Source: an optimization exercise on an open RTL-to-GDS flow (aim: small area). Production flows keep margins and buffers that such runs may drop.
In this exercise RTL edits were held to simulation tests only and were not proved equivalent to the original.

==> onyx <==
Design decode_stage_pipe, start of the top module:
module decode_stage_pipe #(
  parameter int          N      = 32,
  parameter logic [3:0]  PC_REG = 4'd15
) (
  input  logic         clk,
  input  logic         rst,
  input  logic         in_valid,
  input  logic [31:0]  inst,
  input  logic [N-1:0] pc,
  input  logic         reg_src_a1,
  input  logic         reg_src_a2,
  input  logic [1:0]   imm_src,
  input  logic         reg_write,
  input  logic [3:0]   a3,
  input  logic [N-1:0] wd3,
  input  logic         ex_stall,
  input  logic         flush,
  output logic [3:0]   a1,
  output logic [3:0]   a2,
  output logic         stall_fd,
  output logic         out_valid,
  output logic [N-1:0] out_rd1,
  output logic [N-1:0] out_rd2,
  output logic [N-1:0] out_imm,
  output logic [3:0]   out_rd,
  output logic [2:0]   out_cond,
  output logic [1:0]   out_op,
  output logic [4:0]   out_cmd,
  output logic         out_imm_flag,
  output logic         out_mem_load,
  output logic [N-1:0] r0,
  output logic [N-1:0] r1
);
==> module decode_stage_pipe, before the edit <==
module decode_stage_pipe #(
  parameter int          N      = 32,
  parameter logic [3:0]  PC_REG = 4'd15
) (
  input  logic         clk,
  input  logic         rst,
  input  logic         in_valid,
  input  logic [31:0]  inst,
  input  logic [N-1:0] pc,
  input  logic         reg_src_a1,
  input  logic         reg_src_a2,
  input  logic [1:0]   imm_src,
  input  logic         reg_write,
  input  logic [3:0]   a3,
  input  logic [N-1:0] wd3,
  input  logic         ex_stall,
  input  logic         flush,
  output logic [3:0]   a1,
  output logic [3:0]   a2,
  output logic         stall_fd,
  output logic         out_valid,
  output logic [N-1:0] out_rd1,
  output logic [N-1:0] out_rd2,
  output logic [N-1:0] out_imm,
  output logic [3:0]   out_rd,
  output logic [2:0]   out_cond,
  output logic [1:0]   out_op,
  output logic [4:0]   out_cmd,
  output logic         out_imm_flag,
  output logic         out_mem_load,
  output logic [N-1:0] r0,
  output logic [N-1:0] r1
);
  localparam int NR = 15;   
  logic [N-1:0] rf [NR];
  logic [NR-1:0] wm;        
  logic [NR-1:0] we;        
  logic [N-1:0]  wdg;       
  logic          wr_en;
  logic          q_valid;
  logic [N-1:0]  q_rd1, q_rd2;
  logic [31:0]   q_inst;
  logic [1:0]    q_isrc;
  logic          load_use, clr, pen;
  logic          pc1, pc2, byp1, byp2;
  logic [NR-1:0] s1, s2;
  logic [N-1:0]  rd1_n, rd2_n;
  assign a1    = reg_src_a1 ? PC_REG : inst[16:13];
  assign a2    = reg_src_a2 ? inst[20:17] : inst[3:0];
  assign wr_en = reg_write && (a3 != PC_REG);
  assign wdg = wd3 & {N{~rst}};
  for (genvar i = 0; i < NR; i++) begin : g_row
    assign wm[i] = reg_write && (a3 == 4'(i));
    assign we[i] = rst || wm[i];
    always_ff @(posedge clk) begin
      if (we[i]) rf[i] <= wdg;
    end
  end
  assign out_mem_load = (q_inst[28:27] == 2'b01) && q_inst[21];
  assign load_use = q_valid && out_mem_load && in_valid &&
                    (((q_inst[20:17] == a1) && (a1 != PC_REG)) ||
                     ((q_inst[20:17] == a2) && (a2 != PC_REG)));
  assign stall_fd = !flush && (ex_stall || load_use);
  assign clr = rst || flush || load_use;         
  assign pen = !ex_stall || rst || flush;        
  assign pc1  = (a1 == PC_REG) && !clr;
  assign pc2  = (a2 == PC_REG) && !clr;
  assign byp1 = wr_en && (a3 == a1) && !clr;
  assign byp2 = wr_en && (a3 == a2) && !clr;
  for (genvar i = 0; i < NR; i++) begin : g_sel
    assign s1[i] = (a1 == 4'(i)) && !wm[i] && !clr;
    assign s2[i] = (a2 == 4'(i)) && !wm[i] && !clr;
  end
  always_comb begin
    rd1_n = (pc & {N{pc1}}) | (wd3 & {N{byp1}});
    rd2_n = (pc & {N{pc2}}) | (wd3 & {N{byp2}});
    for (int i = 0; i < NR; i++) begin
      rd1_n = rd1_n | (rf[i] & {N{s1[i]}});
      rd2_n = rd2_n | (rf[i] & {N{s2[i]}});
    end
  end
  always_ff @(posedge clk) begin
    if (pen) begin
      q_valid <= in_valid && !clr;
      q_rd1   <= rd1_n;
      q_rd2   <= rd2_n;
      q_inst  <= inst & {32{!clr}};
      q_isrc  <= imm_src & {2{!clr}};
    end
  end
  always_comb begin
    case (q_isrc)
      2'b00:   out_imm = N'(q_inst[7:0]);
      2'b01:   out_imm = N'(q_inst[11:0]);
      2'b10:   out_imm = N'($signed({q_inst[23:0], 2'b00}));
      default: out_imm = N'($signed(q_inst[25:0]));
    endcase
  end
  assign out_valid    = q_valid;
  assign out_rd1      = q_rd1;
  assign out_rd2      = q_rd2;
  assign out_rd       = q_inst[20:17];
  assign out_cond     = q_inst[31:29];
  assign out_op       = q_inst[28:27];
  assign out_cmd      = q_inst[25:21];
  assign out_imm_flag = q_inst[26];
  assign r0           = rf[0];
  assign r1           = rf[1];
endmodule
clock: 5.5 ns
lec_check: 0
cap_margin: 20
core_margin: 2
core_utilization: 40
slew_margin: 20
run.sh (not shown) runs the stock make flow with config.mk's settings and CLKGATE_MAP_FILE= SYNTH_SCRIPT=/design/flow/synth_recipe.tcl, a recipe that flattens the netlist after the stock synthesis.
==> inputs of delta, as changes to onyx <==
--- a/flow/design.v
+++ b/flow/design.v
@@ -32,61 +32,73 @@
   output logic [N-1:0] r1
 );
   localparam int NR = 15;   
-  logic [N-1:0] rf [NR];
+  logic [N-1:0]  rf   [NR];
+  logic [N-1:0]  rf_d [NR];
   logic [NR-1:0] wm;        
-  logic [NR-1:0] we;        
-  logic [N-1:0]  wdg;       
+  logic [NR-1:0] wr;        
+  logic [NR-1:0] kp;        
   logic          wr_en;
   logic          q_valid;
   logic [N-1:0]  q_rd1, q_rd2;
   logic [31:0]   q_inst;
   logic [1:0]    q_isrc;
-  logic          load_use, clr, pen;
+  logic          d_valid;
+  logic [31:0]   d_inst;
+  logic [1:0]    d_isrc;
+  logic          load_use, hold, load;
   logic          pc1, pc2, byp1, byp2;
   logic [NR-1:0] s1, s2;
   logic [N-1:0]  rd1_n, rd2_n;
   assign a1    = reg_src_a1 ? PC_REG : inst[16:13];
   assign a2    = reg_src_a2 ? inst[20:17] : inst[3:0];
   assign wr_en = reg_write && (a3 != PC_REG);
-  assign wdg = wd3 & {N{~rst}};
   for (genvar i = 0; i < NR; i++) begin : g_row
     assign wm[i] = reg_write && (a3 == 4'(i));
-    assign we[i] = rst || wm[i];
-    always_ff @(posedge clk) begin
-      if (we[i]) rf[i] <= wdg;
+    assign wr[i] = wm[i] && !rst;
+    assign kp[i] = !wm[i] && !rst;
+    for (genvar k = 0; k < N; k++) begin : g_bit
+      dsp_ao22 u_d (.a0(wr[i]), .b0(wd3[k]), .a1(kp[i]), .b1(rf[i][k]), .y(rf_d[i][k]));
     end
+    always_ff @(posedge clk) rf[i] <= rf_d[i];
   end
   assign out_mem_load = (q_inst[28:27] == 2'b01) && q_inst[21];
   assign load_use = q_valid && out_mem_load && in_valid &&
                     (((q_inst[20:17] == a1) && (a1 != PC_REG)) ||
                      ((q_inst[20:17] == a2) && (a2 != PC_REG)));
   assign stall_fd = !flush && (ex_stall || load_use);
-  assign clr = rst || flush || load_use;         
-  assign pen = !ex_stall || rst || flush;        
-  assign pc1  = (a1 == PC_REG) && !clr;
-  assign pc2  = (a2 == PC_REG) && !clr;
-  assign byp1 = wr_en && (a3 == a1) && !clr;
-  assign byp2 = wr_en && (a3 == a2) && !clr;
+  assign hold = ex_stall && !rst && !flush;
+  assign load = !ex_stall && !rst && !flush && !load_use;
+  assign pc1  = (a1 == PC_REG) && load;
+  assign pc2  = (a2 == PC_REG) && load;
+  assign byp1 = wr_en && (a3 == a1) && load;
+  assign byp2 = wr_en && (a3 == a2) && load;
   for (genvar i = 0; i < NR; i++) begin : g_sel
-    assign s1[i] = (a1 == 4'(i)) && !wm[i] && !clr;
-    assign s2[i] = (a2 == 4'(i)) && !wm[i] && !clr;
+    assign s1[i] = (a1 == 4'(i)) && !wm[i] && load;
+    assign s2[i] = (a2 == 4'(i)) && !wm[i] && load;
   end
-  always_comb begin
-    rd1_n = (pc & {N{pc1}}) | (wd3 & {N{byp1}});
-    rd2_n = (pc & {N{pc2}}) | (wd3 & {N{byp2}});
-    for (int i = 0; i < NR; i++) begin
-      rd1_n = rd1_n | (rf[i] & {N{s1[i]}});
-      rd2_n = rd2_n | (rf[i] & {N{s2[i]}});
+  for (genvar k = 0; k < N; k++) begin : g_rd
+    logic [NR-1:0] col;
+    for (genvar i = 0; i < NR; i++) begin : g_c
+      assign col[i] = rf[i][k];
     end
+    dsp_rsel u_rs1 (.s(s1), .d(col), .ps(pc1), .p(pc[k]), .bs(byp1), .b(wd3[k]),
+                    .hs(hold), .h(q_rd1[k]), .y(rd1_n[k]));
+    dsp_rsel u_rs2 (.s(s2), .d(col), .ps(pc2), .p(pc[k]), .bs(byp2), .b(wd3[k]),
+                    .hs(hold), .h(q_rd2[k]), .y(rd2_n[k]));
+  end
+  dsp_ao22 u_v (.a0(load), .b0(in_valid), .a1(hold), .b1(q_valid), .y(d_valid));
+  for (genvar k = 0; k < 32; k++) begin : g_inst
+    dsp_ao22 u_i (.a0(load), .b0(inst[k]), .a1(hold), .b1(q_inst[k]), .y(d_inst[k]));
+  end
+  for (genvar k = 0; k < 2; k++) begin : g_isrc
+    dsp_ao22 u_s (.a0(load), .b0(imm_src[k]), .a1(hold), .b1(q_isrc[k]), .y(d_isrc[k]));
   end
   always_ff @(posedge clk) begin
-    if (pen) begin
-      q_valid <= in_valid && !clr;
-      q_rd1   <= rd1_n;
-      q_rd2   <= rd2_n;
-      q_inst  <= inst & {32{!clr}};
-      q_isrc  <= imm_src & {2{!clr}};
-    end
+    q_valid <= d_valid;
+    q_rd1   <= rd1_n;
+    q_rd2   <= rd2_n;
+    q_inst  <= d_inst;
+    q_isrc  <= d_isrc;
   end
   always_comb begin
     case (q_isrc)
@@ -107,3 +119,48 @@
   assign r0           = rf[0];
   assign r1           = rf[1];
 endmodule
+module dsp_rsel (
+  input  logic [14:0] s,
+  input  logic [14:0] d,
+  input  logic        ps,
+  input  logic        p,
+  input  logic        bs,
+  input  logic        b,
+  input  logic        hs,
+  input  logic        h,
+  output logic        y
+);
+  logic [5:0] n;
+  logic       t;
+  for (genvar g = 0; g < 5; g++) begin : g_grp
+    dsp_aoi3 u_g (.a0(s[3*g]), .b0(d[3*g]), .a1(s[3*g+1]), .b1(d[3*g+1]),
+                  .a2(s[3*g+2]), .b2(d[3*g+2]), .y(n[g]));
+  end
+  dsp_aoi3 u_pbh (.a0(ps), .b0(p), .a1(bs), .b1(b), .a2(hs), .b2(h), .y(n[5]));
+  dsp_and3 u_t (.a(n[3]), .b(n[4]), .c(n[5]), .y(t));
+  dsp_nand4 u_y (.a(n[0]), .b(n[1]), .c(n[2]), .d(t), .y(y));
+endmodule
+module dsp_aoi3 (
+  input  logic a0, b0, a1, b1, a2, b2,
+  output logic y
+);
+  assign y = ~((a0 & b0) | (a1 & b1) | (a2 & b2));
+endmodule
+module dsp_ao22 (
+  input  logic a0, b0, a1, b1,
+  output logic y
+);
+  assign y = (a0 & b0) | (a1 & b1);
+endmodule
+module dsp_and3 (
+  input  logic a, b, c,
+  output logic y
+);
+  assign y = a & b & c;
+endmodule
+module dsp_nand4 (
+  input  logic a, b, c, d,
+  output logic y
+);
+  assign y = ~(a & b & c & d);
+endmodule
==> flow/flow/run.sh (new file) <==
#!/bin/bash
# Own layout flow: the standard ORFS layout (standard.sh, unchanged synthesis,
# floorplan, power grid and tap cells), with two changes:
#  - ports are buffered with the smallest buffer (buf_1) instead of ORFS's default pick;
#  - clock tree synthesis uses clkbuf_8, clusters of up to 14 sinks and inserts no dummy loads.
# ORFS writes each tool's full log under orfs/logs/; make's own output goes to make.log.
set -euo pipefail
export BUFFER_PORTS_ARGS="-buffer_cell sky130_fd_sc_hd__buf_1"
export CTS_ARGS="-sink_clustering_enable -sink_clustering_size 14 -sink_clustering_max_diameter 50 -repair_clock_nets -dont_use_dummy_load -buf_list sky130_fd_sc_hd__clkbuf_8"
bash standard.sh > make.log 2>&1
==> flow/standard.sh (new file) <==
#!/bin/bash
# synth_recipe.tcl (not shown) runs the flow's synth.tcl, then flattens the netlist and writes it again
# the make line also repeats each setting of config.mk as NAME=value (left out here)
make -C /OpenROAD-flow-scripts/flow DESIGN_CONFIG=/design/flow/config.mk WORK_HOME=/design/flow/orfs CLKGATE_MAP_FILE= SYNTH_SCRIPT=/design/flow/synth_recipe.tcl "${@:-finish}"
--- a/flow/config.mk
+++ b/flow/config.mk
@@ -9,3 +9,4 @@
 export CORE_MARGIN = 2
 export CORE_UTILIZATION = 40
 export SLEW_MARGIN = 20
+export SYNTH_HIERARCHICAL = 1
removed: flow/run.sh
==> inputs of tundra, as changes to onyx <==
==> flow/design.v (replaced) <==
module decode_stage_pipe #(
  parameter int          N      = 32,
  parameter logic [3:0]  PC_REG = 4'd15
) (
  input  logic         clk,
  input  logic         rst,
  input  logic         in_valid,
  input  logic [31:0]  inst,
  input  logic [N-1:0] pc,
  input  logic         reg_src_a1,
  input  logic         reg_src_a2,
  input  logic [1:0]   imm_src,
  input  logic         reg_write,
  input  logic [3:0]   a3,
  input  logic [N-1:0] wd3,
  input  logic         ex_stall,
  input  logic         flush,
  output logic [3:0]   a1,
  output logic [3:0]   a2,
  output logic         stall_fd,
  output logic         out_valid,
  output logic [N-1:0] out_rd1,
  output logic [N-1:0] out_rd2,
  output logic [N-1:0] out_imm,
  output logic [3:0]   out_rd,
  output logic [2:0]   out_cond,
  output logic [1:0]   out_op,
  output logic [4:0]   out_cmd,
  output logic         out_imm_flag,
  output logic         out_mem_load,
  output logic [N-1:0] r0,
  output logic [N-1:0] r1
);
  typedef struct packed {
    logic         valid;
    logic [N-1:0] rd1;
    logic [N-1:0] rd2;
    logic [N-1:0] imm;
    logic [3:0]   rd;
    logic [2:0]   cond;
    logic [1:0]   op;
    logic [4:0]   cmd;
    logic         imm_flag;
    logic         mem_load;
  } de_reg_t;
  logic [N-1:0] regs [16];
  de_reg_t      de_q;
  de_reg_t      de_d;
  logic         wr_en;
  logic         load_use;
  assign a1    = reg_src_a1 ? PC_REG : inst[16:13];
  assign a2    = reg_src_a2 ? inst[20:17] : inst[3:0];
  assign wr_en = reg_write && (a3 != PC_REG);
  always_comb begin
    de_d          = '0;
    de_d.valid    = in_valid;
    de_d.cond     = inst[31:29];
    de_d.op       = inst[28:27];
    de_d.imm_flag = inst[26];
    de_d.cmd      = inst[25:21];
    de_d.rd       = inst[20:17];
    de_d.mem_load = (inst[28:27] == 2'b01) && inst[21];
    if (a1 == PC_REG)               de_d.rd1 = pc;
    else if (wr_en && (a3 == a1))   de_d.rd1 = wd3;
    else                            de_d.rd1 = regs[a1];
    if (a2 == PC_REG)               de_d.rd2 = pc;
    else if (wr_en && (a3 == a2))   de_d.rd2 = wd3;
    else                            de_d.rd2 = regs[a2];
    case (imm_src)
      2'b00:   de_d.imm = N'(inst[7:0]);
      2'b01:   de_d.imm = N'(inst[11:0]);
      2'b10:   de_d.imm = N'($signed({inst[23:0], 2'b00}));
      default: de_d.imm = N'($signed(inst[25:0]));
    endcase
  end
  assign load_use = de_q.valid && de_q.mem_load && in_valid &&
                    (((de_q.rd == a1) && (a1 != PC_REG)) ||
                     ((de_q.rd == a2) && (a2 != PC_REG)));
  assign stall_fd = !flush && (ex_stall || load_use);
  always_ff @(posedge clk) begin
    if (rst) begin
      for (int i = 0; i < 16; i++) regs[i] <= '0;
    end else if (wr_en) begin
      regs[a3] <= wd3;
    end
  end
  always_ff @(posedge clk) begin
    if (rst || flush)  de_q <= '0;
    else if (ex_stall) de_q <= de_q;
    else if (load_use) de_q <= '0;
    else               de_q <= de_d;
  end
  assign out_valid    = de_q.valid;
  assign out_rd1      = de_q.rd1;
  assign out_rd2      = de_q.rd2;
  assign out_imm      = de_q.imm;
  assign out_rd       = de_q.rd;
  assign out_cond     = de_q.cond;
  assign out_op       = de_q.op;
  assign out_cmd      = de_q.cmd;
  assign out_imm_flag = de_q.imm_flag;
  assign out_mem_load = de_q.mem_load;
  assign r0           = regs[0];
  assign r1           = regs[1];
endmodule
==> reports/metrics.yaml <==
worst_setup_path:
  r2r_end: "q_rd2[9]$_DFFE_PP_"
  reg2reg_depth: 8
detailed_routing:
  dr.pass1.iters: 8
yosys:
  yosysTopAreaCellShare_pct: 66.6
  synth_edf_count: 579
  synth_area_sq_um: 26100
  synth_area_leaders: "edfxtp_1, a22oi_1, a222oi_1, a22o_1, a221oi_1"
power_and_ir_drop:
  power.switching_mw: 2.74
min_path:
  min_from: "rf[8][25]$_DFFE_PP_"
timing:
  post-route-period-util_pct: 91.4
  worst_pin_slew_ps: 1230
placement:
  dp.cells: 2954
run_status:
  status: "finished clean"
die:
  start_util_pct: 40.5
cells_and_area:
  nets: 2270
The numbers above come from onyx.

==> reports/metrics.yaml <==
run_status:
  status: "finished clean"
yosys:
  synth_area_leaders: "dfxtp_1, a22o_1, a222oi_1, buf_4, nand4_1"
  synth_area_sq_um: 22900
  synth_edf_count: 0
  yosysTopAreaCellShare_pct: 50.6
worst_setup_path:
  reg2reg_depth: 10
  path_cells: "buf_1, mux2i_2, inv_2, xnor2_1, nand4_1, o211ai_4, and2b_1, buf_1"
  r2r_end: "q_rd1[8]$_DFF_P_"
cells_and_area:
  nets: 2365
timing:
  worst_pin_slew_ps: 1020
  post-route-period-util_pct: 83.5
global_route:
  use_met1_pct: 44.6
min_path:
  min_from: "q_inst[30]$_DFF_P_"
die:
  start_util_pct: 40.5
placement:
  dp.cells: 2948
detailed_routing:
  dr.pass1.iters: 13
The numbers above come from delta.

==> reports/metrics.yaml <==
run_status:
  status: "finished clean"
min_path:
  min_from: "de_q[102]$_SDFFE_PP0N_"
timing:
  post-route-period-util_pct: 88.6
  worst_pin_slew_ps: 1080
die:
  start_util_pct: 40.2
worst_setup_path:
  r2r_end: "de_q[60]$_SDFFE_PP0N_"
  reg2reg_depth: 8
yosys:
  synth_edf_count: 512
  synth_area_leaders: "edfxtp_1, and2_1, mux2i_1, dfxtp_1, mux4_2"
  synth_area_sq_um: 33500
power_and_ir_drop:
  power.switching_mw: 3.23
cells_and_area:
  nets: 3269
The numbers above come from tundra.

==> afterwards: timing with drivers on the ports <==
The flow's constraints put no driver on any port. The routed layouts listed below were extracted and timed again, unchanged, in two steps. Step 1, drivers: a clkbuf_16 drives clk and a buf_2 each remaining input, both assumed. Step 2 moves the port delays by t, midway between the first and last clock arrival at a register: inputs arrive t later, outputs are due t later. That takes back most of the time a late clock gives input paths. a / b / c = no drivers / after step 1 / after step 2; a / b = the first two.
run | t (ns) | setup WS [ns] | latest minus earliest clock arrival (ns) | worst register clock-pin slew, ns | cell pins on the clock port's net
onyx | 0.700 | 0.476 / 0.416 / 0.301 | 0.029 / 0.029 | 0.07 / 0.07 | 1
delta | 0.768 | 0.910 / 0.864 / 0.613 | 0.093 / 0.093 | 0.10 / 0.10 | 1
tundra | 0.673 | 0.627 / 0.587 / 0.587 | 0.022 / 0.023 | 0.07 / 0.07 | 1
After both steps setup and hold are still met in every run listed. The setup slack of delta, which loses most, moves by -0.046 ns with the drivers and by -0.297 ns with both steps.
